This is an optimization exercise on Yosys and OpenROAD, whose aim is small area and few clock cycles per item, not a production implementation. Function was checked by simulation only, so behaviour that the tests miss may differ from the original.

## flow/design.v (module list and top-level ports; edited modules follow where they fit)
// module fp_mul_pipe: 2157 lines
// module fpm_fa: 10 lines
// module fpm_ha: 9 lines
module fp_mul_pipe #(
   parameter int EXP_W = 8,
   parameter int MAN_W = 23
) (
   input  logic                     clk,
   input  logic                     rst,
   input  logic                     in_valid,
   output logic                     in_ready,
   input  logic [EXP_W+MAN_W:0]     in_a,
   input  logic [EXP_W+MAN_W:0]     in_b,
   output logic                     out_valid,
   input  logic                     out_ready,
   output logic [EXP_W+MAN_W:0]     out_z,
   output logic [3:0]               out_flags
);
  // ...
==> flow/flow/run.sh <==
#!/bin/bash
# The standard layout, with plain buf_1 cells as the port buffers and the
# synthesis buffers removed before placement.
set -euo pipefail
bash standard.sh "BUFFER_PORTS_ARGS=-buffer_cell sky130_fd_sc_hd__buf_1" REMOVE_ABC_BUFFERS=1 finish > standard_flow.log 2>&1
==> flow/standard.sh <==
#!/bin/bash
# synth_recipe.tcl (not shown) runs the flow's synth.tcl, then flattens the netlist and writes it again
# the make line also repeats each setting of config.mk as NAME=value (left out here)
make -C /OpenROAD-flow-scripts/flow DESIGN_CONFIG=/design/flow/config.mk WORK_HOME=/design/flow/orfs CLKGATE_MAP_FILE= SYNTH_SCRIPT=/design/flow/synth_recipe.tcl "${@:-finish}"
==> flow/config.mk <==
export PLATFORM = sky130hd
export DESIGN_NAME = fp_mul_pipe
export DESIGN_NICKNAME = fp_mul_pipe
export VERILOG_FILES = /design/flow/design.v
export SDC_FILE = /design/flow/constraint.sdc
export NUM_CORES = 4
export LEC_CHECK = 0
export ABC_AREA = 1
export CAP_MARGIN = 20
export CORE_MARGIN = 2
export CORE_UTILIZATION = 40
export SLEW_MARGIN = 20
export SYNTH_HIERARCHICAL = 1
==> flow/constraint.sdc <==
create_clock -name core_clock -period 8.5 [get_ports {clk}]
set_input_delay 1.7000 -clock core_clock [delete_from_list [all_inputs] [get_ports {clk}]]
set_output_delay 1.7000 -clock core_clock [all_outputs]
set_load 0.01 [all_outputs]
==> flow_summary_export.csv, run 1 <==
group,metric,value,unit
status,status,"no timing/DRC/antenna violations",
cells_and_area,buffer_area_share,5.45,%
synthesis,synth.avg_cell_area,8.82,um^2
timing,period_minus_slack,7.84,ns
synthesis,yosys.area.top_type,"fa_1",
die,tapCellCount,511,
synthesis,synthMuxAreaShare,0.525,%
die,floorplan.initialDensity,40.5,%
timing,slew_headroom,35.8,%
cells_and_area,reg_top3,"r_p (26), r_e (9)",
grt,grt_busiest_layer,"met2",
timing,rsz0062_at_grt,"false",
grt,antenna_found_initial,2,
cells_and_area,area_growth,7.63,%
cts,cts_tree,"yes",
worst_setup_path,cp_top_family,"adder cells",
cells_and_area,seq_share,7.07,%
cells_and_area,fill_cells,3765,
timing,finalHoldViolCount,0,
detailed_routing,vias,13331,
synthesis,ys_top_cells_by_count,"287 x xor2_1, 271 x fa_1, 264 x o22ai_1, 174 x nand2_1, 134 x inv_1",
flow_run,drv_cap,0,
cts,clk_path_buf_depth,2,
cells_and_area,flops_and_latches,39,
cts,clock_latency,0.28,ns
worst_setup_path,worstReg2RegStart,"ov",
detailed_routing,highest_layer,"met5",
detailed_routing,met3_length,4770,um
cells_and_area,largest_class,"multi-input gates",
cells_and_area,multi_input_area_share,79.3,%
grt,grt_use_met2,42.0,%
min_path,hold_start,"ov",
synthesis,ys.flop_type,"edfxtp_1",
worst_setup_path,arrival,7.87,ns
worst_setup_path,crit_start,"in_b[17]",
Testbench counts, summed over its fixed seeds: cycles 12,008, items 12,000.
==> run 2, diff against run 1 <==
--- a/flow/design.v
+++ b/flow/design.v
@@ -31,17 +31,18 @@
    logic r_st, r_sgn, r_spec, r_qnan, r_inf, r_inv;
    assign r_qnan = r_p[25];
    assign r_inf = r_p[24];
    assign r_inv = r_p[23];
    logic [EXP_W:0] r_e;
    logic p47, guard, sticky, rnd, cy, ovf, unf;
    logic [24:0] mm;
    logic [MAN_W-1:0] frac_r;
-   logic [EW2-1:0] exp_f;
+   logic [MAN_W:0] ic;
+   logic [EXP_W:0] ex;
    assign adv = !ov || out_ready;
    assign in_ready = adv;
    assign out_valid = ov;
    assign ea = in_a[W-2:MAN_W];
    assign eb = in_b[W-2:MAN_W];
    assign fa = in_a[MAN_W-1:0];
    assign fb = in_b[MAN_W-1:0];
    assign a_nan = &ea && |fa;
@@ -2130,34 +2131,38 @@
       if (rst) begin
          ov <= 1'b0;
       end else if (adv) begin
          ov <= in_valid;
       end
       if (adv) begin
          r_p <= spec ? {any_nan || (any_inf && any_zero), any_inf, any_nan ? snan : (any_inf && any_zero), u[22:0]} : u;
          r_st <= !nz22;
-         r_e <= (EXP_W+1)'(ea) + (EXP_W+1)'(eb);
+         r_e <= (EXP_W+1)'(ea) + (EXP_W+1)'(eb) + (EXP_W+1)'(1);
          r_sgn <= sgn;
          r_spec <= spec;
       end
    end
    assign p47 = r_p[25];
    assign mm = p47 ? r_p[25:1] : r_p[24:0];
    assign guard = mm[0];
    assign sticky = r_st || (p47 && r_p[0]);
    assign rnd = guard && (sticky || mm[1]);
-   assign {cy, frac_r} = {1'b0, mm[23:1]} + 24'(rnd);
-   assign exp_f = EW2'(r_e) - EW2'(BIAS) + EW2'(p47) + EW2'(cy);
-   assign ovf = !exp_f[EW2-1] && (exp_f[EW2-2:0] >= (EW2-1)'(EMAX));
-   assign unf = exp_f[EW2-1] || (exp_f == '0);
+   assign ic[0] = rnd;
+   for (genvar j = 0; j < MAN_W; j++) begin : g_inc
+      fpm_ha u_inc (.a(mm[j+1]), .b(ic[j]), .s(frac_r[j]), .co(ic[j+1]));
+   end
+   assign cy = rnd && (&mm[MAN_W:1]);
+   assign ex = r_e + (EXP_W+1)'(p47) + (EXP_W+1)'(cy);
+   assign ovf = ex >= (EXP_W+1)'(EMAX + 128);
+   assign unf = ex <= (EXP_W+1)'(128);
    assign out_z = r_spec ? (r_qnan ? QNAN : {r_sgn, r_inf ? {EXP_W{1'b1}} : {EXP_W{1'b0}}, {MAN_W{1'b0}}}) :
                   ovf ? {r_sgn, {EXP_W{1'b1}}, {MAN_W{1'b0}}} :
                   unf ? {r_sgn, {(W-1){1'b0}}} :
-                  {r_sgn, exp_f[EXP_W-1:0], frac_r};
+                  {r_sgn, !ex[EXP_W-1], ex[EXP_W-2:0], frac_r};
    assign out_flags = r_spec ? {r_inv, 3'b000} : ovf ? 4'b0101 : unf ? 4'b0011 : {3'b000, guard || sticky};
 endmodule
 module fpm_fa (
    input  logic a,
    input  logic b,
    input  logic c,
    output logic s,
    output logic co
==> flow/flow/run.sh (replaced) <==
#!/bin/bash
# The standard layout, with plain buf_1 cells as the port buffers.
set -euo pipefail
bash standard.sh "BUFFER_PORTS_ARGS=-buffer_cell sky130_fd_sc_hd__buf_1" finish > standard_flow.log 2>&1
==> run 2 against run 1 <==
Net effect: still clean; first-iteration DRC count rose by 10%; clock skew fell by 0.0051 ns; routed wire length fell by 2.5%; critical path type unchanged; critical endpoint unchanged; highest routed layer is now met4.
==> flow_summary_export.csv, run 2 <==
group,metric,value,unit
cts,htreeDepth,2,
die,coreArea,37400,um^2
synthesis,postSynthCellCount,1700,
cts,clk_path_buf_depth,2,
placed_design,dp_hpwl,39700,um
synthesis,synth-edff-count,38,
worst_setup_path,reg2reg_slack,7.35,ns
cts,cts_setup_buffers,0,
timing,fin_worst_skew,0.00187,ns
worst_setup_path,worstPathRequired,8.53,ns
timing,fin_setup_tns,0,ns
synthesis,synthArstFlopShare,0,%
detailed_routing,dr.pass1.iters,5,
synthesis,ys_ff_latch,39,
cells_and_area,final_common_cell,"xor2_1",
placed_design,io_buffers,105,
cells_and_area,area_growth,8.64,%
cells_and_area,largest_register_ffs,26,
status,status,"no timing/DRC/antenna violations",
synthesis,synth_area_leaders,"fa_1 36%, xor2_1 16%, o22ai_1 11%, edfxtp_1 7.6%, ha_1 7.5%",
die,rows,71,
detailed_routing,wl_met2,21600,um
cts,cts_root_buf,"clkbuf_16",
cts,clock_sinks,39,
detailed_routing,drc_errors,0,
cells_and_area,largest_register,"r_p",
grt,grt_pass1_wl,77200,um
grt,track_usage,25.7,%
synthesis,synth_cell_types,48,
timing,rsz0062_at_grt,"false",
timing,period_minus_slack,7.69,ns
timing,finalHoldViolCount,0,
synthesis,yosys.area.top_type,"fa_1",
placed_design,dp.cells,2256,
placed_design,gp_congestion,0.980,
grt,antenna_found_initial,0,
die,die_w,198,um
cts,clock_latency,0.28,ns
timing,setup_viol,0,
synthesis,ys_top_cells_by_count,"282 x xor2_1, 271 x fa_1, 264 x o22ai_1, 199 x nand2_1, 104 x inv_1",
grt,overflow,0,
detailed_routing,drtIter0Drc,1241,
worst_setup_path,path_class,"in2reg",
synthesis,ys.flop_type,"edfxtp_1",
detailed_routing,m1WireLength,21900,um
die,ioPinCount,106,
worst_setup_path,cp-end-kind,"flip-flop",
timing,fin_hold_ws,0.857,ns
detailed_routing,highest_layer,"met4",
detailed_routing,routed_wl,49600,um
synthesis,synthesis.yosys.warnings,7,
timing,fin_ws,0.812,ns
cells_and_area,fin_cells,2265,
synthesis,yosysMostFrequentCell,"xor2_1",
detailed_routing,vias_per_cell,5.75,
cells_and_area,reg_top3,"r_p (26), r_e (9)",
timing,slew_headroom,44.4,%
cells_and_area,most-common-layout-cells,"282 x xor2_1, 271 x fa_1, 264 x o22ai_1",
timing,worst_slew_pin_slew,0.833,ns
flow_run,drv_cap,0,
timing,slew_viol_final,0,
grt,grt_max_degree,41,
worst_setup_path,crit_slowest_cell,"fa_1",
cells_and_area,drive_above_1_share,7.47,%
detailed_routing,vias,13027,
die,die_height,198,um
cts,hold_buffers,0,
timing,fin_crit_sh,90.4,%
placed_design,pre_cts_slack,0.625,ns
placed_design,dpl_cell_area,16200,um^2
detailed_routing,met3_length,4910,um
worst_setup_path,arrival,7.72,ns
die,die_area,39300,um^2
grt,grt_pass1_vias,13081,
cts,cts_buffers,5,
cells_and_area,final_nets,2182,
cells_and_area,design_area,16400,um^2
worst_setup_path,critPathLaunchType,"input port",
synthesis,ys_seq_area_share,7.69,%
timing,max_freq,130,MHz
detailed_routing,ant_nets,0,
cts,cts_tree,"yes",
die,floorplan.initialDensity,40.4,%
detailed_routing,avgRoutedWirePerCell,21.9,um
worst_setup_path,cp_top_family,"adder cells",
worst_setup_path,crit_fanout,14,
synthesis,synth_top_cell_area_share,35.9,%
synthesis,synth_area,15100,um^2
cells_and_area,fill_cells,3641,
cells_and_area,fin_util,43.9,%
synthesis,synth.avg_cell_area,8.89,um^2
worst_setup_path,max_stage_delay,0.55,ns
min_path,hp-class,"reg2reg",
cts,clkTransAtPathRegs,0.06,ns
worst_setup_path,path_common_cell,"nand2_1",
cts,cts_resized,0,
worst_setup_path,cp_num_buf_inv,3,
[run 2: cell types whose count changed in the layout (fill, tap and decap cells not counted), sizes merged, moves of 7 or more]
cell / delta
xnor2: -7
inv: -26
mux2i: -7
ha: +18
nor4: -9
nand2: +28
nor2: -18
buf: +13
or2: -9
[run 2: logic make-up (layout without fill, tap and decap cells)]
logic type      Yosys count  after routing  share of synthesized area, %
xor+xnor                284            284                          16.5
other cells               0              1                             0
mux                       1              1                        0.0663
buf+inv                 267            320                          6.68
flops                    39             39                          7.69
compound gates          387            387                          15.5
simple gates            360            360                          10.1
fa+ha+maj               362            362                          43.4
[run 2: modules after synthesis (local to each module, per instance)]
module       flip-flops and latches  copies in the design  cells  area, um^2
fp_mul_pipe                      39                     1   1393        9350
fpm_fa                            0                   256      1        20.0
fpm_ha                            0                    51      1        12.5
[run 2: final cells by class]
class                   count  area [um^2]  share of cell area, %
diodes                      1         2.50                 0.0152
clock buffers               5          125                  0.762
clock inverters             3         67.6                  0.412
inverters                 129          484                   2.95
multi-input cells        1394        12900                   78.8
flip-flops and latches     39         1160                   7.07
well taps                 511          639                   3.90
repair buffers            183          993                   6.05
[run 2: worst paths after layout]
path / from / endpoint / cells past startpoint
worst max-delay path: in_b[3] / r_p[25] / 27
worst min-delay path: ov / ov / 3
worst max register to register: ov / r_p[22] / 2
worst min register to register: ov / ov / 3
[run 2: worst reg2reg max path, stage by stage, from the launching register on]
cell     delay [ns]
dfxtp_1        0.31
nand2_2        0.06
buf_4          0.40
[run 2: per-layer routing]
| layer | GRT usage (%) | vias to the layer above |
|---|---|---|
| met5 | 0 | - |
| met4 | 6.15 | 0 |
| met3 | 5.28 | 78 |
| met2 | 39.1 | 724 |
| met1 | 37.5 | 6357 |
| li1 | - | 5868 |
Testbench counts of run 2, summed over its fixed seeds: cycles 12,008, items 12,000.
==> run 3, diff against run 2 <==
--- a/flow/config.mk
+++ b/flow/config.mk
@@ -10,3 +10,3 @@
 export CORE_MARGIN = 2
-export CORE_UTILIZATION = 40
+export CORE_UTILIZATION = 35
 export SLEW_MARGIN = 20
==> run 3 against run 2 <==
Net effect: worst hold slack improved by 0.020 ns; design area fell by 0.46%; setup slack got worse by 0.23 ns; non-clock buffer count decreased by 18; global-route usage down 3.7 points; routed wire length fell by 1.3%; final cell count up 2.5%; fmax decreased by 2.9%; critical path type unchanged; highest routed layer is now met5.
==> flow_summary_export.csv, run 3 <==
group,metric,value,unit
cts,hold_buffers,0,
die,die_height,212,um
cts,clock_latency,0.28,ns
worst_setup_path,critPathLaunchType,"input port",
cts,htreeDepth,2,
timing,worst_slew_pin_slew,0.931,ns
detailed_routing,vias_per_cell,5.58,
worst_setup_path,cp-end-kind,"flip-flop",
synthesis,ys.flop_type,"edfxtp_1",
die,ioPinCount,106,
grt,overflow,0,
timing,rsz0062_at_grt,"false",
synthesis,yosys.area.top_type,"fa_1",
placed_design,io_buffers,105,
synthesis,synth_area,15100,um^2
detailed_routing,avgRoutedWirePerCell,21.1,um
placed_design,gp_congestion,0.924,
synthesis,synth-edff-count,38,
synthesis,synthesis.yosys.warnings,7,
cts,clkTransAtPathRegs,0.05,ns
timing,slew_headroom,37.9,%
grt,grt_pass1_vias,13154,
synthesis,yosysMostFrequentCell,"xor2_1",
detailed_routing,dr.pass1.iters,5,
timing,fin_crit_sh,93.1,%
cells_and_area,area_growth,8.14,%
die,floorplan.initialDensity,35.2,%
synthesis,synth_cell_types,48,
synthesis,synth_top_cell_area_share,35.9,%
timing,slew_viol_final,0,
synthesis,ys_ff_latch,39,
synthesis,synth_area_leaders,"fa_1 36%, xor2_1 16%, o22ai_1 11%, edfxtp_1 7.6%, ha_1 7.5%",
cts,clock_sinks,39,
worst_setup_path,path_class,"in2reg",
cts,cts_setup_buffers,0,
cts,cts_resized,0,
cts,cts_tree,"yes",
synthesis,synthArstFlopShare,0,%
synthesis,postSynthCellCount,1700,
worst_setup_path,worstPathRequired,8.53,ns
cells_and_area,largest_register_ffs,26,
synthesis,ys_top_cells_by_count,"282 x xor2_1, 271 x fa_1, 264 x o22ai_1, 199 x nand2_1, 104 x inv_1",
cells_and_area,final_nets,2164,
die,rows,76,
timing,finalHoldViolCount,0,
cells_and_area,reg_top3,"r_p (26), r_e (9)",
worst_setup_path,crit_slowest_cell,"fa_1",
detailed_routing,routed_wl,48900,um
placed_design,dp_hpwl,39400,um
grt,grt_max_degree,41,
worst_setup_path,cp_top_family,"adder cells",
cells_and_area,largest_register,"r_p",
detailed_routing,vias,12946,
grt,track_usage,22.1,%
die,die_w,212,um
die,die_area,44800,um^2
timing,fin_setup_tns,0,ns
grt,grt_pass1_wl,76900,um
timing,max_freq,126,MHz
worst_setup_path,max_stage_delay,0.56,ns
synthesis,synth.avg_cell_area,8.89,um^2
detailed_routing,ant_nets,0,
cells_and_area,final_common_cell,"xor2_1",
timing,period_minus_slack,7.91,ns
detailed_routing,drtIter0Drc,1073,
cts,clk_path_buf_depth,2,
timing,fin_worst_skew,0.00437,ns
status,status,"no timing/DRC/antenna violations",
cts,cts_buffers,5,
synthesis,ys_seq_area_share,7.69,%
flow_run,drv_cap,0,
worst_setup_path,path_common_cell,"nand2_1",
die,coreArea,42900,um^2
worst_setup_path,crit_fanout,26,
cells_and_area,drive_above_1_share,6.51,%
min_path,hp-class,"reg2reg",
grt,antenna_found_initial,2,
cts,cts_root_buf,"clkbuf_16",
placed_design,pre_cts_slack,0.373,ns
worst_setup_path,arrival,7.95,ns
timing,fin_ws,0.586,ns
detailed_routing,drc_errors,0,
timing,setup_viol,0,
cells_and_area,most-common-layout-cells,"282 x xor2_1, 271 x fa_1, 264 x o22ai_1",
worst_setup_path,cp_num_buf_inv,3,
## run 3: through the flow
stage	cell area, um^2	hold WS [ns]	cells	utilization (%)
after floorplan	15100	1.40	1700	-
after global placement	16200	0.862	2312	37.7
after detailed placement	16200	0.898	2312	37.7
after CTS	16300	0.913	2320	38.1
after global routing	16300	0.941	2320	38.1
final	16300	0.876	2321	38.1
## run 3: Yosys stat by module (local to each module, per instance)
module	cells inside	times used
fp_mul_pipe	1393	1
fpm_fa	1	256
fpm_ha	1	51
## run 3: layout make-up
type / count / area, um^2
Timing Repair Buffer: 165 / 858
Antenna cell: 1 / 2.50
Clock buffer: 7 / 153
Fill cell: 4334 / 26500
Tap cell: 585 / 732
Inverter: 129 / 484
Clock inverter: 1 / 7.51
Sequential cell: 39 / 1160
Multi-Input combinational cell: 1394 / 12900
## run 3: final timing paths
path            from      end  slack, ns  cells past startpoint
max          in_b[3]  r_p[25]       0.59                     27
min               ov       ov       0.88                      3
max reg2reg       ov  r_p[17]       7.33                      2
min reg2reg       ov       ov       0.88                      3
## run 3: kinds of logic after synthesis
| family | share of synthesized area [%] |
|---|---|
| AOI/OAI and AO/OA | 15.5 |
| adders and majority gates | 43.4 |
| and+or+nand+nor | 10.1 |
| xor gates and xnor gates | 16.5 |
| buffers and inverters | 6.68 |
| DFF | 7.69 |
| muxes | 0.0663 |
## run 3: worst register-to-register path, delay by kind of cell, from the launching register on
kind          cells  cell delay, ns
buf+inv           1            0.41
flops             1            0.32
simple gates      1            0.06
## run 3: metal layers
layer | up-vias | global-route usage, % | wire, um
met5 | - | 0 | 20
met2 | 594 | 35.2 | 22100
met1 | 6463 | 31.5 | 21900
li1 | 5823 | - | -
met4 | 2 | 4.47 | 935
met3 | 64 | 3.68 | 3950
==> run 4, diff against run 3 <==
--- a/flow/config.mk
+++ b/flow/config.mk
@@ -10,3 +10,4 @@
 export CORE_MARGIN = 2
-export CORE_UTILIZATION = 35
+export CORE_UTILIZATION = 40
+export CTS_BUF_LIST = sky130_fd_sc_hd__clkbuf_8
 export SLEW_MARGIN = 20
==> run 4 against run 3 <==
Net effect: highest routed layer is now met4; critical path type unchanged; critical path depth stayed put; non-clock buffer count is 18 higher; clock-buffer cell count is 2 lower; first-iteration DRC count is 19% higher; routed wire length is 1.3% higher; largest cell class unchanged.
==> flow_summary_export.csv, run 4 <==
group,metric,value,unit
synthesis,synthesis.yosys.warnings,7,
detailed_routing,drc_errors,0,
synthesis,yosysMostFrequentCell,"xor2_1",
synthesis,synth_area,15100,um^2
detailed_routing,ant_nets,0,
worst_setup_path,arrival,7.71,ns
placed_design,gp_congestion,0.980,
cts,cts_setup_buffers,0,
synthesis,synth.avg_cell_area,8.89,um^2
timing,setup_viol,0,
detailed_routing,vias_per_cell,5.73,
synthesis,postSynthCellCount,1700,
timing,slew_headroom,43.6,%
cells_and_area,fin_cells,2265,
cells_and_area,design_area,16400,um^2
worst_setup_path,critPathLaunchType,"input port",
timing,fin_worst_skew,0.00556,ns
die,floorplan.initialDensity,40.4,%
grt,grt_pass1_vias,13070,
detailed_routing,routed_wl,49600,um
synthesis,yosys.area.top_type,"fa_1",
flow_run,drv_cap,0,
cts,cts_buffers,5,
synthesis,synth-edff-count,38,
cells_and_area,fin_util,43.7,%
cts,cts_resized,0,
detailed_routing,vias,12982,
detailed_routing,avgRoutedWirePerCell,21.9,um
die,die_area,39300,um^2
grt,grt_pass1_wl,77300,um
placed_design,dpl_cell_area,16200,um^2
synthesis,ys.flop_type,"edfxtp_1",
grt,track_usage,25.7,%
cells_and_area,reg_top3,"r_p (26), r_e (9)",
grt,overflow,0,
cts,htreeDepth,2,
cts,clock_sinks,39,
timing,period_minus_slack,7.67,ns
cells_and_area,largest_register,"r_p",
die,die_height,198,um
timing,fin_setup_tns,0,ns
synthesis,synth_top_cell_area_share,35.9,%
grt,grt_max_degree,41,
synthesis,ys_seq_area_share,7.69,%
die,ioPinCount,106,
placed_design,dp_hpwl,39700,um
synthesis,synthArstFlopShare,0,%
timing,fin_crit_sh,90.3,%
synthesis,ys_ff_latch,39,
worst_setup_path,worstPathRequired,8.54,ns
worst_setup_path,cp-end-kind,"flip-flop",
detailed_routing,drtIter0Drc,1273,
cells_and_area,most-common-layout-cells,"282 x xor2_1, 271 x fa_1, 264 x o22ai_1",
timing,rsz0062_at_grt,"false",
die,rows,71,
timing,max_freq,130,MHz
synthesis,synth_area_leaders,"fa_1 36%, xor2_1 16%, o22ai_1 11%, edfxtp_1 7.6%, ha_1 7.5%",
synthesis,synth_cell_types,48,
cells_and_area,largest_register_ffs,26,
min_path,hp-class,"reg2reg",
cts,clkTransAtPathRegs,0.08,ns
placed_design,io_buffers,105,
cts,cts_tree,"yes",
cts,hold_buffers,0,
placed_design,dp.cells,2256,
cells_and_area,final_common_cell,"xor2_1",
detailed_routing,dr.pass1.iters,5,
cells_and_area,final_nets,2182,
timing,finalHoldViolCount,0,
die,coreArea,37400,um^2
grt,antenna_found_initial,0,
timing,worst_slew_pin_slew,0.846,ns
status,status,"no timing/DRC/antenna violations",
worst_setup_path,crit_fanout,14,
cells_and_area,area_growth,8.26,%
die,die_w,198,um
worst_setup_path,path_class,"in2reg",
cts,cts_root_buf,"clkbuf_8",
timing,slew_viol_final,0,
synthesis,ys_top_cells_by_count,"282 x xor2_1, 271 x fa_1, 264 x o22ai_1, 199 x nand2_1, 104 x inv_1",
cts,clk_path_buf_depth,2,
cells_and_area,drive_above_1_share,7.47,%
cts,clock_latency,0.29,ns
## run 4: cell counts after synthesis
No cell type changed its count.
## run 4: per-stage QoR
| stage | setup WS (ns) | hold slack [ns] |
|---|---|---|
| 5_1_grt | 0.432 | 0.940 |
| 2_1_floorplan | 1.08 | 1.40 |
| 6_report | 0.826 | 0.867 |
| 4_1_cts | 0.817 | 0.888 |
| 3_5_place_dp | 0.625 | 0.864 |
| 3_3_place_gp | 0.684 | 0.861 |
## run 4: per-module statistics from Yosys (local to each module, per instance)
module       area [um^2]  cells inside  flops+latches  times used
fp_mul_pipe         9350          1393             39           1
fpm_fa              20.0             1              0         256
fpm_ha              12.5             1              0          51
## run 4: kinds of logic after synthesis
group	count (synthesis)	share of synthesized area (%)
AO/OA/AOI/OAI	387	15.5
adder cells (fa/ha/maj)	362	43.4
AND/OR/NAND/NOR	360	10.1
XOR/XNOR	284	16.5
buffers and inverters	267	6.68
flip-flops	39	7.69
multiplexers	1	0.0663
## run 4: layout make-up
type                       instances  area [um^2]
sequential                        39         1160
inverter                         129          484
clock inverter                     3         67.6
fill                            3647        21000
antenna                            1         2.50
clock buffer                       5         68.8
tap                              511          639
multi-input combinational       1394        12900
timing repair buffer             183          993
## run 4: per-layer routing
metal / vias up / track usage [%] / share of wire, %
met3: 66 / 5.28 / 9.5
met5: - / 0 / 0
met2: 645 / 39.1 / 44
met4: 0 / 6.07 / 2.1
li1: 5870 / - / -
met1: 6401 / 37.5 / 45
## run 4: final timing paths
path / startpoint / endpoint / slack [ns] / cells past startpoint
min reg2reg: ov / ov / 0.87 / 3
max reg2reg: ov / r_e[2] / 7.34 / 2
min: ov / ov / 0.87 / 3
max: in_b[3] / r_p[25] / 0.83 / 27
## run 4: critical path, cell delays in order
cell and delay, ns:
clkbuf_2 0.15, inv_1 0.23, o21ai_0 0.13, nand2_1 0.47, o21ai_0 0.19, xor2_1 0.21, fa_1 0.56, fa_1 0.47
fa_1 0.46, fa_1 0.51, fa_1 0.45, ha_1 0.36, nand2_1 0.07, inv_1 0.07, nand3_1 0.08, nor2_1 0.12
and3_1 0.16, nand2_1 0.05, nand2_1 0.17, nand2_1 0.07, nand2_1 0.12, nand2_1 0.06, nand2_1 0.10, a21oi_1 0.09
fa_1 0.38, xor2_1 0.20, o21ai_2 0.08
==> run 5, diff against run 4 <==
--- a/flow/config.mk
+++ b/flow/config.mk
@@ -8,7 +8,7 @@
 export ABC_AREA = 1
-export CAP_MARGIN = 20
+export CAP_MARGIN = 0
 export CORE_MARGIN = 2
 export CORE_UTILIZATION = 40
-export CTS_BUF_LIST = sky130_fd_sc_hd__clkbuf_8
-export SLEW_MARGIN = 20
+export CTS_BUF_LIST = sky130_fd_sc_hd__clkbuf_4
+export SLEW_MARGIN = 0
 export SYNTH_HIERARCHICAL = 1
==> run 5 against run 4 <==
Net effect: still clean on timing, DRC and antenna; clock-buffer cell count stayed put; via count up 0.14%; design area fell by 0.19%; final cell count did not move; routed wire length is 0.17% higher; register-to-register slack about the same; sequential share of layout area about the same; die area unchanged; highest routed layer unchanged.
==> flow_summary_export.csv, run 5 <==
group,metric,value,unit
cells_and_area,fill_cells,3657,
detailed_routing,vias_per_cell,5.74,
timing,worst_slew_pin_slew,0.865,ns
grt,grt_pass1_vias,13073,
worst_setup_path,critPathLaunchType,"flip-flop",
cts,cts_tree,"yes",
grt,antenna_found_initial,1,
cells_and_area,largest_register_ffs,26,
synthesis,ys_ff_latch,39,
cells_and_area,final_nets,2182,
cells_and_area,final_common_cell,"xor2_1",
timing,fin_worst_skew,0.0120,ns
detailed_routing,drtIter0Drc,1240,
flow_run,drv_cap,0,
timing,rsz0062_at_grt,"false",
grt,grt_pass1_wl,77300,um
cells_and_area,largest_register,"r_p",
cells_and_area,drive_above_1_share,7.47,%
detailed_routing,avgRoutedWirePerCell,21.9,um
grt,grt_max_degree,41,
grt,overflow,0,
synthesis,postSynthCellCount,1700,
synthesis,synth.avg_cell_area,8.89,um^2
synthesis,yosys.area.top_type,"fa_1",
synthesis,synth_cell_types,48,
detailed_routing,routed_wl,49700,um
status,status,"no timing/DRC/antenna violations",
timing,fin_hold_ws,0.877,ns
cts,clock_sinks,39,
timing,period_minus_slack,7.72,ns
placed_design,dp_hpwl,39700,um
synthesis,ys_seq_area_share,7.69,%
synthesis,synth_area,15100,um^2
synthesis,ys_top_cells_by_count,"282 x xor2_1, 271 x fa_1, 264 x o22ai_1, 199 x nand2_1, 104 x inv_1",
placed_design,io_buffers,105,
worst_setup_path,arrival,6.02,ns
synthesis,synth-edff-count,38,
timing,fin_crit_sh,90.8,%
worst_setup_path,path_common_cell,"ha_1",
detailed_routing,dr.pass1.iters,6,
detailed_routing,vias,13000,
placed_design,gp_congestion,0.980,
cts,clk_path_buf_depth,2,
synthesis,synthArstFlopShare,0,%
worst_setup_path,worstPathRequired,6.80,ns
timing,finalHoldViolCount,0,
worst_setup_path,crit_slowest_cell,"edfxtp_1",
die,die_height,198,um
synthesis,yosysMostFrequentCell,"xor2_1",
cells_and_area,most-common-layout-cells,"282 x xor2_1, 271 x fa_1, 264 x o22ai_1",
placed_design,pre_cts_slack,0.625,ns
die,rows,71,
cells_and_area,fin_util,43.7,%
cells_and_area,seqCellArea,1160,um^2
cells_and_area,multi_input_area,12900,um^2
timing,setup_viol,0,
worst_setup_path,crit_fanout,15,
cells_and_area,area_growth,8.06,%
cts,cts_resized,0,
detailed_routing,drc_errors,0,
cts,clock_latency,0.35,ns
worst_setup_path,max_stage_delay,0.58,ns
die,die_w,198,um
cts,cts_buffers,5,
timing,slew_headroom,42.3,%
cts,clkTransAtPathRegs,0.12,ns
cells_and_area,reg_top3,"r_p (26), r_e (9)",
detailed_routing,ant_nets,0,
timing,fin_ws,0.785,ns
timing,slew_viol_final,0,
worst_setup_path,cp-end-kind,"output port",
grt,track_usage,25.7,%
die,ioPinCount,106,
timing,fin_setup_tns,0,ns
timing,max_freq,130,MHz
cts,htreeDepth,2,
die,die_area,39300,um^2
synthesis,synth_top_cell_area_share,35.9,%
synthesis,synth_area_leaders,"fa_1 36%, xor2_1 16%, o22ai_1 11%, edfxtp_1 7.6%, ha_1 7.5%",
cts,cts_setup_buffers,0,
cts,cts_root_buf,"clkbuf_4",
synthesis,ys.flop_type,"edfxtp_1",
min_path,hp-class,"reg2reg",
worst_setup_path,path_class,"reg2out",
die,coreArea,37400,um^2
synthesis,synthesis.yosys.warnings,7,
die,floorplan.initialDensity,40.4,%
cts,hold_buffers,0,
[run 5: changes by cell type in the layout (fill, tap and decap cells not counted)]
cell	change
clkbuf_8	-5
clkbuf_4	+5
[run 5: per-module statistics from Yosys, one instance, submodules excluded]
| module | cell area [um^2] | copies in the design |
|---|---|---|
| fpm_ha | 12.5 | 51 |
| fp_mul_pipe | 9350 | 1 |
| fpm_fa | 20.0 | 256 |
[run 5: cell families after synthesis]
kind of cell | count (synthesis) | share of synthesized area [%]
xor+xnor | 284 | 16.5
fa+ha+maj | 362 | 43.4
flops | 39 | 7.69
buf+inv | 267 | 6.68
simple gates | 360 | 10.1
compound gates | 387 | 15.5
mux | 1 | 0.0663
[run 5: area by class of cell]
class	count	share of cell area, %
well taps	511	3.92
clock inverters	3	0.414
multi-input cells	1394	79.3
flip-flops and latches	39	7.11
diodes	1	0.0153
inverters	129	2.97
clock buffers	5	0.230
repair buffers	183	6.09
[run 5: worst paths after layout]
check | start | end | slack, ns | cells past startpoint
setup / recovery | r_p[25] | out_z[22] | 0.78 | 28
hold / removal | ov | ov | 0.88 | 3
setup reg to reg | ov | r_p[13] | 7.33 | 2
hold reg to reg | ov | ov | 0.88 | 3
[run 5: metrics by stage]
step | cells | instance area [um^2]
floorplan | 1700 | 15100
global placement | 2256 | 16200
detailed placement | 2256 | 16200
CTS | 2264 | 16300
global route | 2265 | 16300
finish | 2265 | 16300
[run 5: worst max-delay path: cells and delay by family (launching register included)]
family | cells | cell delay (ns)
fa+ha+maj | 23 | 4.27
simple gates | 1 | 0.05
buf+inv | 1 | 0.18
flops | 1 | 0.58
compound gates | 3 | 0.60
[run 5: layer usage]
layer / share of wire [%] / track usage, % / routed length (um) / vias up
li1: - / - / - / 5866
met5: 0 / 0 / 0 / -
met2: 44 / 39.0 / 21700 / 665
met4: 2.1 / 6.07 / 1050 / 0
met3: 10 / 5.28 / 5120 / 70
met1: 44 / 37.5 / 21800 / 6399
==> run 6, diff against run 5 <==
--- a/flow/config.mk
+++ b/flow/config.mk
@@ -11,3 +11,2 @@
 export CORE_UTILIZATION = 40
-export CTS_BUF_LIST = sky130_fd_sc_hd__clkbuf_4
 export SLEW_MARGIN = 0
==> run 6 against run 5 <==
Net effect: still clean on timing, DRC and antenna; clock-buffer cell count is the same; non-clock buffer count stayed put; design area increased by 0.54%; register-to-register slack improved by 0.02 ns; sequential share of layout area about the same; synthesized area did not move; routed wire length decreased by 0.19%; flip-flop and latch count unchanged; critical path type is now in2reg; critical endpoint is now r_p[25].
==> flow_summary_export.csv, run 6 <==
group,metric,value,unit
worst_setup_path,arrival,7.72,ns
detailed_routing,dr.pass1.iters,5,
worst_setup_path,crit_fanout,14,
timing,fin_setup_tns,0,ns
worst_setup_path,path_common_cell,"nand2_1",
timing,slew_viol_final,0,
cells_and_area,most-common-layout-cells,"282 x xor2_1, 271 x fa_1, 264 x o22ai_1",
placed_design,dp_hpwl,39700,um
synthesis,yosys.area.top_type,"fa_1",
worst_setup_path,max_stage_delay,0.55,ns
worst_setup_path,crit_slowest_cell,"fa_1",
grt,grt_pass1_vias,13081,
die,die_area,39300,um^2
placed_design,dpl_cell_area,16200,um^2
cells_and_area,fill_cells,3641,
detailed_routing,vias_per_cell,5.75,
synthesis,ys_seq_area_share,7.69,%
timing,finalHoldViolCount,0,
timing,slew_headroom,44.4,%
detailed_routing,vias,13027,
grt,grt_pass1_wl,77200,um
timing,rsz0062_at_grt,"false",
cells_and_area,design_area,16400,um^2
flow_run,drv_cap,0,
cts,cts_root_buf,"clkbuf_16",
worst_setup_path,worstPathRequired,8.53,ns
synthesis,postSynthCellCount,1700,
detailed_routing,routed_wl,49600,um
timing,period_minus_slack,7.69,ns
worst_setup_path,path_class,"in2reg",
synthesis,yosysMostFrequentCell,"xor2_1",
synthesis,synth_cell_types,48,
die,die_height,198,um
placed_design,io_buffers,105,
cts,cts_setup_buffers,0,
grt,overflow,0,
worst_setup_path,critPathLaunchType,"input port",
cts,hold_buffers,0,
synthesis,ys.flop_type,"edfxtp_1",
cts,clkTransAtPathRegs,0.06,ns
synthesis,synth-edff-count,38,
cells_and_area,reg_top3,"r_p (26), r_e (9)",
die,rows,71,
cells_and_area,seqCellArea,1160,um^2
cts,cts_buffers,5,
cells_and_area,drive_above_1_share,7.47,%
die,coreArea,37400,um^2
cells_and_area,final_common_cell,"xor2_1",
detailed_routing,ant_nets,0,
timing,fin_crit_sh,90.4,%
cts,cts_tree,"yes",
cells_and_area,fin_cells,2265,
timing,max_freq,130,MHz
detailed_routing,drtIter0Drc,1241,
die,die_w,198,um
cts,clock_latency,0.28,ns
cells_and_area,area_growth,8.64,%
cts,cts_resized,0,
synthesis,synth_top_cell_area_share,35.9,%
synthesis,synth.avg_cell_area,8.89,um^2
grt,track_usage,25.7,%
die,ioPinCount,106,
cells_and_area,multi_input_area,12900,um^2
synthesis,synthesis.yosys.warnings,7,
die,floorplan.initialDensity,40.4,%
synthesis,synth_area,15100,um^2
synthesis,synthArstFlopShare,0,%
synthesis,synth_area_leaders,"fa_1 36%, xor2_1 16%, o22ai_1 11%, edfxtp_1 7.6%, ha_1 7.5%",
grt,grt_max_degree,41,
placed_design,dp.cells,2256,
cts,clk_path_buf_depth,2,
cells_and_area,largest_register,"r_p",
grt,antenna_found_initial,0,
detailed_routing,avgRoutedWirePerCell,21.9,um
cells_and_area,largest_register_ffs,26,
synthesis,ys_top_cells_by_count,"282 x xor2_1, 271 x fa_1, 264 x o22ai_1, 199 x nand2_1, 104 x inv_1",
placed_design,gp_congestion,0.980,
cts,clock_sinks,39,
cells_and_area,final_nets,2182,
timing,setup_viol,0,
worst_setup_path,cp-end-kind,"flip-flop",
worst_setup_path,reg2reg_slack,7.35,ns
min_path,hp-class,"reg2reg",
timing,worst_slew_pin_slew,0.833,ns
detailed_routing,drc_errors,0,
status,status,"no timing/DRC/antenna violations",
timing,fin_worst_skew,0.00187,ns
cts,htreeDepth,2,
synthesis,ys_ff_latch,39,
==> run 6: per-stage QoR <==
step | hold slack, ns | setup WS [ns] | util, %
after floorplan | 1.40 | 1.08 | -
after global placement | 0.861 | 0.684 | 43.4
after detailed placement | 0.864 | 0.625 | 43.4
after CTS | 0.882 | 0.834 | 43.9
after global routing | 0.931 | 0.413 | 43.9
final | 0.857 | 0.812 | 43.9
==> run 6: critical path, delay by kind of cell <==
family	cells	cell delay, ns
buffers and inverters	3	0.45
adders and majority gates	7	3.15
and+or+nand+nor	11	1.49
AOI/OAI and AO/OA	4	0.49
xor gates and xnor gates	2	0.41
==> run 6: final timing paths <==
kind / startpoint / endpoint / cells after the start
max: in_b[3] / r_p[25] / 27
min reg2reg: ov / ov / 3
max reg2reg: ov / r_p[22] / 2
min: ov / ov / 3
==> run 6: logic make-up after synthesis <==
group	count (synthesis)	synth area share (%)
AO/OA/AOI/OAI	387	15.5
XOR/XNOR	284	16.5
adder cells (fa/ha/maj)	362	43.4
buffers and inverters	267	6.68
flip-flops	39	7.69
multiplexers	1	0.0663
AND/OR/NAND/NOR	360	10.1
==> run 6: layout make-up <==
cell class              instances  share of cell area (%)
multi-input cells            1394                    78.8
clock inverters                 3                   0.412
repair buffers                183                    6.05
inverters                     129                    2.95
flip-flops and latches         39                    7.07
well taps                     511                    3.90
clock buffers                   5                   0.762
diodes                          1                  0.0152
==> run 6: Yosys stat by module, one instance, submodules excluded <==
module	flops+latches	copies in the design	cell area, um^2
fp_mul_pipe	39	1	9350
fpm_fa	0	256	20.0
fpm_ha	0	51	12.5
==> run 6: layer usage <==
layer	routed length (um)	global-route usage [%]	part of all wire (%)
met4	1110	6.15	2.2
met3	4910	5.28	9.9
met1	21900	37.5	44
met2	21600	39.1	44
met5	0	0	0
==> run 7, diff against run 6 <==
--- a/flow/config.mk
+++ b/flow/config.mk
@@ -8,6 +8,7 @@
 export ABC_AREA = 1
-export CAP_MARGIN = 0
+export CAP_MARGIN = 20
 export CORE_MARGIN = 2
-export CORE_UTILIZATION = 40
-export SLEW_MARGIN = 0
+export CORE_UTILIZATION = 30
+export CTS_BUF_LIST = sky130_fd_sc_hd__clkbuf_8
+export SLEW_MARGIN = 20
 export SYNTH_HIERARCHICAL = 1
==> run 7 against run 6 <==
Net effect: design area grew 0.28%; critical path depth is the same; core utilization shrank 11 points; synthesized cell count is the same; critical endpoint unchanged; sequential share of layout area is essentially flat; final cell count grew 6.7%; setup slack lost 0.25 ns; flip-flop and latch count is the same.
==> flow_summary_export.csv, run 7 <==
group,metric,value,unit
status,status,"no timing/DRC/antenna violations",
worst_setup_path,path_class,"in2reg",
grt,grt_pass1_vias,13461,
die,coreArea,50000,um^2
die,ioPinCount,106,
timing,slew_headroom,38.5,%
worst_setup_path,crit_fanout,14,
cells_and_area,fin_cells,2417,
synthesis,synth_area_leaders,"fa_1 36%, xor2_1 16%, o22ai_1 11%, edfxtp_1 7.6%, ha_1 7.5%",
worst_setup_path,max_stage_delay,0.54,ns
min_path,hp-class,"reg2reg",
cells_and_area,most-common-layout-cells,"282 x xor2_1, 271 x fa_1, 264 x o22ai_1",
synthesis,postSynthCellCount,1700,
die,die_area,52200,um^2
worst_setup_path,crit_slowest_cell,"fa_1",
cts,cts_resized,0,
timing,period_minus_slack,7.94,ns
timing,fin_setup_tns,0,ns
cells_and_area,final_common_cell,"xor2_1",
detailed_routing,ant_nets,0,
placed_design,dp.cells,2407,
detailed_routing,dr.pass1.iters,6,
detailed_routing,vias,13156,
worst_setup_path,reg2reg_slack,7.31,ns
synthesis,synth_cell_types,48,
placed_design,dp_hpwl,40700,um
synthesis,synthArstFlopShare,0,%
grt,grt_pass1_wl,79700,um
synthesis,ys_top_cells_by_count,"282 x xor2_1, 271 x fa_1, 264 x o22ai_1, 199 x nand2_1, 104 x inv_1",
worst_setup_path,critPathLaunchType,"input port",
cells_and_area,final_nets,2172,
worst_setup_path,worstPathRequired,8.55,ns
cells_and_area,largest_register_ffs,26,
synthesis,ys_seq_area_share,7.69,%
cts,clock_latency,0.29,ns
worst_setup_path,worstReg2RegStart,"ov",
synthesis,synth_top_cell_area_share,35.9,%
min_path,holdPathEnd,"ov",
synthesis,synth-edff-count,38,
worst_setup_path,path_common_cell,"nand2_1",
min_path,hold_start,"ov",
cts,clock_sinks,39,
timing,fin_ws,0.561,ns
die,die_w,228,um
worst_setup_path,arrival,7.99,ns
placed_design,gp_congestion,0.945,
cts,hold_buffers,0,
timing,rsz0062_at_grt,"false",
placed_design,pre_cts_slack,0.387,ns
timing,slew_viol_final,0,
detailed_routing,drtIter0Drc,1534,
cells_and_area,design_area,16500,um^2
timing,setup_viol,0,
cts,cts_setup_buffers,0,
timing,worst_slew_pin_slew,0.922,ns
detailed_routing,drc_errors,0,
grt,antenna_found_initial,4,
placed_design,dpl_cell_area,16300,um^2
cts,clkTransAtPathRegs,0.08,ns
grt,track_usage,19.4,%
synthesis,ys.flop_type,"edfxtp_1",
synthesis,yosysMostFrequentCell,"xor2_1",
cts,clk_path_buf_depth,2,
synthesis,yosys.area.top_type,"fa_1",
synthesis,ys_ff_latch,39,
die,die_height,228,um
detailed_routing,vias_per_cell,5.44,
grt,overflow,0,
synthesis,synth_area,15100,um^2
worst_setup_path,cp-end-kind,"flip-flop",
placed_design,io_buffers,105,
cells_and_area,largest_register,"r_p",
timing,max_freq,126,MHz
cts,cts_buffers,5,
cells_and_area,reg_top3,"r_p (26), r_e (9)",
cts,cts_tree,"yes",
worst_setup_path,rr_worst_depth,2,
grt,grt_max_degree,41,
detailed_routing,avgRoutedWirePerCell,21.2,um
worst_setup_path,crit_start,"in_b[11]",
flow_run,drv_cap,0,
cells_and_area,area_growth,8.94,%
detailed_routing,routed_wl,51200,um
die,floorplan.initialDensity,30.2,%
cells_and_area,drive_above_1_share,6.88,%
die,rows,82,
synthesis,synth.avg_cell_area,8.89,um^2
synthesis,synthesis.yosys.warnings,7,
worst_setup_path,reg2reg_to,"r_sgn",
timing,fin_worst_skew,0.00772,ns
timing,finalHoldViolCount,0,
min_path,min_path_cells,3,
timing,fin_crit_sh,93.4,%
cts,cts_root_buf,"clkbuf_8",
cts,htreeDepth,2,
[run 7: cell count changes in the layout (fill, tap and decap cells not counted), sizes merged]
cell    before  now
bufinv       2    1
diode        1    2
inv        119  120
buf        172  162
[run 7: cells by family after synthesis]
family,count (synthesis),share of synthesized area [%]
buf+inv,267,6.68
xor+xnor,284,16.5
compound gates,387,15.5
mux,1,0.0663
flops,39,7.69
fa+ha+maj,362,43.4
simple gates,360,10.1
[run 7: cell type report]
type	count	area, um^2
multi-input cells	1394	12900
clock buffers	5	68.8
clock inverters	3	41.3
repair buffers	173	918
diodes	2	5.00
flip-flops and latches	39	1160
well taps	672	841
fillers	5194	33500
inverters	129	484
[run 7: per-module statistics from Yosys, one instance, submodules excluded]
| module | flops+latches | cells | copies in the design | area, um^2 |
|---|---|---|---|---|
| fpm_ha | 0 | 1 | 51 | 12.5 |
| fp_mul_pipe | 39 | 1393 | 1 | 9350 |
| fpm_fa | 0 | 1 | 256 | 20.0 |
[run 7: routing by layer]
| metal | vias to the layer above | track usage [%] | routed length [um] |
|---|---|---|---|
| met4 | 4 | 6.21 | 1680 |
| met1 | 6542 | 26.1 | 21200 |
| met3 | 93 | 4.68 | 5170 |
| met2 | 672 | 30.7 | 23100 |
| met5 | - | 0 | 27 |
| li1 | 5845 | - | - |
[run 7: how the worst max path moves through the flow]
| stage | endpoint | slack, ns | cells past startpoint |
|---|---|---|---|
| 2_1_floorplan | r_p[25] | 1.08 | 29 |
| 3_3_place_gp | r_p[25] | 0.51 | 27 |
| 3_5_place_dp | r_p[25] | 0.39 | 27 |
| 4_1_cts | r_p[25] | 0.70 | 27 |
| 5_1_grt | r_p[25] | 0.27 | 27 |
| 6_report | r_p[25] | 0.56 | 27 |
[run 7: worst max-delay path: cells and delay by family]
kind | cells | cell delay [ns]
and+or+nand+nor | 12 | 1.64
AOI/OAI and AO/OA | 3 | 0.54
buffers and inverters | 3 | 0.57
xor gates and xnor gates | 2 | 0.44
adders and majority gates | 7 | 3.05
[run 7: through the flow]
stage	hold WS (ns)	utilization [%]
final	0.874	32.9
after global placement	0.871	32.7
after global routing	0.959	32.9
after detailed placement	0.894	32.7
after floorplan	1.40	-
after CTS	0.901	32.9
==> run 8, diff against run 7 <==
==> flow/flow/run.sh (replaced) <==
#!/bin/bash
set -euo pipefail
here=$(pwd)
{
  head -n 1 synth_recipe.tcl
  cat <<EOF
proc abc {args} {
  set i [lsearch -exact \$args -script]
  if { \$i >= 0 } { lset args [expr { \$i + 1 }] {$here/flow/abc.script} }
  yosys abc {*}\$args
}
EOF
  tail -n +2 synth_recipe.tcl
} > own_synth.tcl
bash standard.sh "SYNTH_SCRIPT=$here/own_synth.tcl" "BUFFER_PORTS_ARGS=-buffer_cell sky130_fd_sc_hd__buf_1" finish > standard_flow.log 2>&1
==> flow/flow/abc.script (new file) <==
strash
dch
amap
topo
--- a/flow/config.mk
+++ b/flow/config.mk
@@ -10,4 +10,3 @@
 export CORE_MARGIN = 2
-export CORE_UTILIZATION = 30
-export CTS_BUF_LIST = sky130_fd_sc_hd__clkbuf_8
+export CORE_UTILIZATION = 40
 export SLEW_MARGIN = 20
==> run 8 against run 7 <==
Net effect: final cell count is 8.8% higher; clock skew is 0.0034 ns higher; still clean; synthesized cell count increased by 0.71%; die area is 29% lower; setup slack worse by 0.33 ns; core utilization is 21 points higher; first-iteration DRC count up 1.7%.
==> flow_summary_export.csv, run 8 <==
group,metric,value,unit
timing,fin_setup_tns,0,ns
cells_and_area,largest_register_ffs,26,
die,coreArea,35300,um^2
grt,grt_pass1_vias,15018,
worst_setup_path,worstReg2RegStart,"ov",
timing,max_freq,121,MHz
die,die_w,193,um
cells_and_area,largest_register,"r_p",
timing,setup_viol,0,
min_path,min_path_cells,3,
cells_and_area,final_common_cell,"buf_4",
detailed_routing,drc_errors,0,
synthesis,ys_seq_area_share,8.15,%
worst_setup_path,rr_worst_depth,3,
worst_setup_path,cp_num_buf_inv,8,
cts,clock_latency,0.29,ns
timing,period_minus_slack,8.27,ns
worst_setup_path,critPathLaunchType,"input port",
cells_and_area,drive_above_1_share,23.2,%
detailed_routing,drtIter0Drc,1560,
timing,fin_crit_sh,97.2,%
die,ioPinCount,106,
cells_and_area,fin_util,53.9,%
grt,overflow,0,
worst_setup_path,cp_num_cells,36,
worst_setup_path,reg2reg_slack,7.22,ns
die,die_area,37100,um^2
cells_and_area,fin_cells,2630,
detailed_routing,vias_per_cell,6.00,
min_path,hp-class,"reg2reg",
cells_and_area,reg_top3,"r_p (26), r_e (9)",
synthesis,yosys.area.top_type,"fa_1",
die,die_height,193,um
synthesis,ys.flop_type,"edfxtp_1",
synthesis,synth_cell_types,40,
timing,fin_worst_skew,0.0111,ns
die,rows,69,
worst_setup_path,reg2reg_to,"r_e[1]",
synthesis,synth_area_leaders,"fa_1 38%, o22ai_1 14%, a21oi_1 9.9%, nor2_1 8.6%, edfxtp_1 8.0%",
flow_run,drv_cap,0,
synthesis,ys_ff_latch,39,
detailed_routing,dr.pass1.iters,5,
placed_design,gp_congestion,0.992,
detailed_routing,avgRoutedWirePerCell,22.3,um
timing,slew_headroom,62.5,%
status,status,"no timing/DRC/antenna violations",
placed_design,pre_cts_slack,-1.52,ns
synthesis,yosysMostFrequentCell,"nor2_1",
synthesis,synthArstFlopShare,0,%
min_path,hold_start,"ov",
synthesis,postSynthCellCount,1712,
placed_design,dp_hpwl,47400,um
min_path,holdPathEnd,"ov",
cts,htreeDepth,2,
worst_setup_path,path_common_cell,"buf_4",
worst_setup_path,cp_top_family,"compound AO/OA/AOI/OAI gates",
cells_and_area,antenna_cells,0,
grt,grt_pass1_wl,88000,um
die,floorplan.initialDensity,40.3,%
timing,slew_viol_final,0,
worst_setup_path,path_class,"in2reg",
timing,worst_slew_pin_slew,0.562,ns
synthesis,synth_area,14200,um^2
placed_design,io_buffers,105,
worst_setup_path,crit_slowest_cell,"fa_1",
grt,antenna_found_initial,1,
cts,cts_buffers,5,
synthesis,synth.avg_cell_area,8.32,um^2
cells_and_area,most-common-layout-cells,"320 x buf_4, 316 x nor2_1, 271 x o22ai_1",
grt,grt_max_degree,52,
cts,cts_root_buf,"clkbuf_16",
synthesis,synth-edff-count,38,
cts,clk_path_buf_depth,2,
worst_setup_path,crit_fanout,6,
synthesis,synth_top_cell_area_share,38.1,%
cts,clkTransAtPathRegs,0.06,ns
worst_setup_path,cp-end-kind,"flip-flop",
timing,fin_ws,0.235,ns
cells_and_area,area_growth,33.7,%
cts,clock_sinks,39,
synthesis,ys_top_cells_by_count,"328 x nor2_1, 311 x o22ai_1, 283 x a21oi_1, 271 x fa_1, 129 x clkinv_1",
synthesis,synthesis.yosys.warnings,7,
worst_setup_path,max_stage_delay,0.53,ns
detailed_routing,ant_nets,0,
detailed_routing,vias,15768,
timing,finalHoldViolCount,0,
worst_setup_path,arrival,8.29,ns
placed_design,dp.cells,2594,
grt,track_usage,31.5,%
cts,hold_buffers,0,
worst_setup_path,worstPathRequired,8.53,ns
cts,cts_tree,"yes",
cells_and_area,final_nets,2598,
detailed_routing,routed_wl,58600,um
[run 8: changes by cell type after synthesis, moves of 11 or more]
cell      change
buf_1        -35
xor2_1      -282
nand3_1      -13
clkinv_1    +119
inv_2        -15
nand2_1     -145
nor2_1      +242
o21ai_1      -11
o21ai_0      +24
inv_1       -104
a21oi_1     +246
clkbuf_1     -97
o22ai_1      +47
and3_1       +21
[run 8: final cells by class]
type / instances / area, um^2
Clock inverter: 3 / 46.3
Clock buffer: 5 / 125
Sequential cell: 39 / 1160
Tap cell: 461 / 577
Inverter: 129 / 519
Multi-Input combinational cell: 1545 / 13300
Fill cell: 3284 / 16300
Timing Repair Buffer: 448 / 3290
[run 8: routing by layer]
layer	vias to the layer above	GRT usage, %	share of wire (%)
met3	114	4.46	9.1
met4	2	11.1	3.8
met1	7564	44.4	42
li1	7311	-	-
met2	777	49.3	45
met5	-	0	0.012
[run 8: worst max path at each step]
| stage | start | end | slack (ns) |
|---|---|---|---|
| floorplan | in_b[19] | r_p[25] | 0.003 |
| global placement | in_b[7] | r_p[23] | -1.34 |
| detailed placement | in_b[7] | r_p[25] | -1.52 |
| CTS | in_b[9] | r_p[25] | 0.0004 |
| global route | in_b[3] | r_p[25] | -0.06 |
| finish | in_b[7] | r_p[25] | 0.23 |
[run 8: worst reg2reg max path: cells and delay by family (launching register included)]
kind                   cells  cell delay [ns]
buffers and inverters      2             0.44
DFF                        1             0.31
and+or+nand+nor            1             0.14
[run 8: logic make-up after synthesis]
family,Yosys count,synth area share [%]
AOI/OAI and AO/OA,709,28.5
and+or+nand+nor,473,13.9
buffers and inverters,129,3.40
DFF,39,8.15
adders and majority gates,362,46.1
[run 8: metrics by stage]
| stage | hold WS (ns) | instance area, um^2 |
|---|---|---|
| final | 0.612 | 19000 |
| after CTS | 0.617 | 18600 |
| after global routing | 0.649 | 19000 |
| after global placement | 0.590 | 17900 |
| after detailed placement | 0.608 | 17900 |
| after floorplan | 0.616 | 14300 |
[run 8: Yosys stat by module, one instance, submodules excluded]
module,area [um^2],flops+latches,copies in the design
fp_mul_pipe,8480,39,1
fpm_fa,20.0,0,256
fpm_ha,12.5,0,51
[run 8: repair_timing]
| item | 4_1_cts | 5_1_grt |
|---|---|---|
| gates cloned | 0 | 1 |
| buffers inserted | 20 | 8 |
| endpoints found under the setup margin | 20 | 9 |
| gates resized for setup | 87 | 94 |
| pin swaps | 33 | 38 |
==> run 9, diff against run 8 <==
==> flow/flow/abc.script (replaced) <==
strash
dch
map
topo
==> run 9 against run 8 <==
Net effect: routed wire length is 12% lower; clock-buffer cell count stayed put; core utilization is 8.2 points lower; flip-flop and latch count stayed put; design area is 15% lower; fmax is 2.6% higher; via count is 16% lower; sequential share of layout area is 1.0 points higher; critical path type unchanged.
==> flow_summary_export.csv, run 9 <==
group,metric,value,unit
status,status,"no timing/DRC/antenna violations",
die,die_height,194,um
synthesis,ys_ff_latch,39,
min_path,hold_start,"ov",
worst_setup_path,worstPathRequired,8.63,ns
synthesis,synthesis.yosys.warnings,7,
worst_setup_path,crit_slowest_cell,"fa_1",
grt,grt_pass1_vias,13352,
cts,clkTransAtPathRegs,0.06,ns
timing,fin_worst_skew,0.00430,ns
synthesis,synth_cell_types,37,
cts,cts_root_buf,"clkbuf_16",
grt,track_usage,27.0,%
worst_setup_path,worstReg2RegStart,"ov",
synthesis,synth_top_cell_area_share,37.6,%
cells_and_area,largest_register_ffs,26,
synthesis,synth_area_leaders,"fa_1 38%, xor2_1 17%, o22ai_1 12%, edfxtp_1 7.9%, ha_1 7.9%",
die,coreArea,35600,um^2
synthesis,ys_top_cells_by_count,"279 x xor2_1, 271 x fa_1, 267 x o22ai_1, 119 x nand2_1, 117 x clkinv_1",
synthesis,ys.flop_type,"edfxtp_1",
worst_setup_path,arrival,8.19,ns
min_path,min_path_cells,2,
synthesis,yosysMostFrequentCell,"xor2_1",
worst_setup_path,critPathLaunchType,"input port",
synthesis,synth-edff-count,38,
timing,worst_slew_pin_slew,0.872,ns
synthesis,synthArstFlopShare,0,%
synthesis,synth_area,14400,um^2
synthesis,yosys.area.top_type,"fa_1",
timing,fin_crit_sh,94.8,%
timing,rsz0062_at_grt,"false",
detailed_routing,drtIter0Drc,1477,
die,floorplan.initialDensity,40.6,%
worst_setup_path,path_common_cell,"fa_1",
die,ioPinCount,106,
cells_and_area,reg_top3,"r_p (26), r_e (9)",
worst_setup_path,crit_fanout,11,
cells_and_area,final_common_cell,"xor2_1",
worst_setup_path,reg2reg_slack,7.15,ns
worst_setup_path,cp-end-kind,"flip-flop",
timing,max_freq,124,MHz
worst_setup_path,max_stage_delay,0.52,ns
cts,cts_tree,"yes",
timing,slew_viol_final,0,
placed_design,dp_hpwl,40400,um
detailed_routing,avgRoutedWirePerCell,23.6,um
synthesis,ys_seq_area_share,8.05,%
min_path,hp-class,"reg2reg",
cells_and_area,fin_util,45.7,%
cells_and_area,area_growth,12.7,%
cts,cts_buffers,5,
worst_setup_path,rr_worst_depth,1,
cts,htreeDepth,2,
detailed_routing,ant_nets,0,
worst_setup_path,path_cells,"clkbuf_2, clkinv_1, o21ai_0, nand2_1, o22ai_1, xor2_1, fa_1, fa_1, fa_1, fa_1, fa_1, ha_1, and2_2, a221oi_1, o21ai_0, nand2_1, nand2_1, o21bai_2, a21oi_1, o21bai_1, a21oi_1, fa_1, o21bai_1",
cts,hold_buffers,0,
cells_and_area,most-common-layout-cells,"279 x xor2_1, 271 x fa_1, 267 x o22ai_1",
detailed_routing,drc_errors,0,
worst_setup_path,reg2reg_to,"r_sgn",
die,rows,69,
detailed_routing,dr.pass1.iters,6,
timing,period_minus_slack,8.06,ns
detailed_routing,vias_per_cell,6.07,
cells_and_area,drive_above_1_share,7.49,%
grt,antenna_found_initial,5,
cells_and_area,largest_register,"r_p",
min_path,holdPathEnd,"ov",
cts,clk_path_buf_depth,2,
grt,overflow,0,
timing,setup_viol,0,
placed_design,io_buffers,105,
cts,clock_latency,0.28,ns
timing,fin_hold_ws,1.12,ns
flow_run,drv_cap,0,
timing,slew_headroom,41.6,%
die,die_area,37600,um^2
worst_setup_path,path_class,"in2reg",
timing,finalHoldViolCount,0,
die,die_w,194,um
grt,grt_max_degree,43,
worst_setup_path,cp_top_family,"adder cells",
worst_setup_path,cp_num_buf_inv,2,
detailed_routing,vias,13198,
placed_design,gp_congestion,0.958,
detailed_routing,routed_wl,51300,um
grt,grt_pass1_wl,79200,um
cells_and_area,final_nets,2139,
synthesis,synth.avg_cell_area,9.58,um^2
cts,cts_setup_buffers,0,
cts,clock_sinks,39,
timing,fin_setup_tns,0,ns
worst_setup_path,crit_start,"in_b[7]",
synthesis,postSynthCellCount,1506,
==> run 9: cell count changes in the layout (fill, tap and decap cells not counted), sizes merged, moves of 22 or more <==
cell and delta:
a21oi -241, and3 -22, xor2 +279, buf -251, nand2 +65, o22ai -44, nor2 -224
==> run 9: area by class of cell <==
cell class	instances	area [um^2]
fillers	3460	19300
clock buffers	5	125
flip-flops and latches	39	1160
repair buffers	196	1090
clock inverters	3	25.0
well taps	461	577
diodes	4	10.0
multi-input cells	1350	12800
inverters	117	439
==> run 9: logic make-up (layout without fill, tap and decap cells) <==
group	Yosys count	count (layout)	synth area share, %
compound gates	421	421	17.9
fa+ha+maj	362	362	45.5
simple gates	284	284	8.31
xor+xnor	282	282	17.1
buf+inv	117	321	3.04
flops	39	39	8.05
mux	1	1	0.0694
other cells	0	4	0
==> run 9: per-layer routing <==
| metal | GRT usage [%] | share of wire, % |
|---|---|---|
| met5 | 0 | 0.025 |
| met4 | 9.46 | 3.5 |
| met3 | 5.64 | 11 |
| met2 | 41.7 | 44 |
| met1 | 37.8 | 41 |
==> run 9: per-module statistics from Yosys, one instance, submodules excluded <==
module,flip-flops and latches,times used
fpm_fa,0,256
fp_mul_pipe,39,1
fpm_ha,0,51
==> run 9: worst max-delay path by stage <==
| stage | cells after the start | endpoint | slack [ns] |
|---|---|---|---|
| after global placement | 23 | r_p[25] | 0.25 |
| after floorplan | 20 | r_p[25] | 0.94 |
| after detailed placement | 22 | r_p[25] | 0.16 |
| after CTS | 22 | r_p[25] | 0.46 |
| after global routing | 22 | r_p[25] | 0.06 |
| final | 23 | r_p[24] | 0.44 |
==> run 9: repair_timing <==
action | CTS | global route
endpoints found under the hold margin | 0 | 0
setup endpoints to repair | 0 | 1
gates resized for setup | 0 | 1
==> run 9: per-stage QoR <==
step / cell area (um^2) / cells / setup WS [ns]
detailed placement: 16100 / 2163 / 0.157
finish: 16300 / 2175 / 0.441
CTS: 16200 / 2171 / 0.462
global route: 16300 / 2173 / 0.0595
global placement: 16100 / 2163 / 0.252
floorplan: 14400 / 1506 / 0.937

## re-timing with driven ports
How much do the figures lean on ideal ports? The routed layouts below were timed once more, with nothing changed but the port constraints.
Step 1 (the two cells are an assumption about what drives the block):
set clk [get_ports {clk}]
set_driving_cell -lib_cell sky130_fd_sc_hd__clkbuf_16 $clk
set_driving_cell -lib_cell sky130_fd_sc_hd__buf_2 [delete_from_list [all_inputs] $clk]
Step 2 also shifts input and output timing later by t, the mid clock arrival at the registers, as if the neighbouring blocks saw the same clock.
a / b / c = ideal ports / drivers / drivers and shift; a / b = the first two.
run | t (ns) | slack for setup (ns) | slew at the worst register clock pin (ns) | worst slew at a driven data input, ns
run 1 | 0.316 | 0.664 / 0.676 / 0.361 | 0.06 / 0.06 | 0.08
run 2 | 0.317 | 0.812 / 0.825 / 0.512 | 0.06 / 0.06 | 0.08
run 3 | 0.309 | 0.586 / 0.588 / 0.279 | 0.06 / 0.06 | 0.07
run 4 | 0.318 | 0.826 / 0.822 / 0.517 | 0.08 / 0.08 | 0.09
run 5 | 0.375 | 0.785 / 0.753 / 0.519 | 0.12 / 0.12 | 0.08
run 6 | 0.317 | 0.812 / 0.825 / 0.512 | 0.06 / 0.06 | 0.08
run 7 | 0.332 | 0.561 / 0.565 / 0.233 | 0.08 / 0.08 | 0.13
run 8 | 0.321 | 0.235 / 0.202 / -0.119 | 0.06 / 0.06 | 0.11
run 9 | 0.314 | 0.441 / 0.370 / 0.057 | 0.06 / 0.06 | 0.14
With both steps, setup timing fails in run 8, where it was met with ideal ports. For run 9, which loses most, drivers alone change the setup slack by -0.071 ns; drivers and shift together by -0.384 ns.
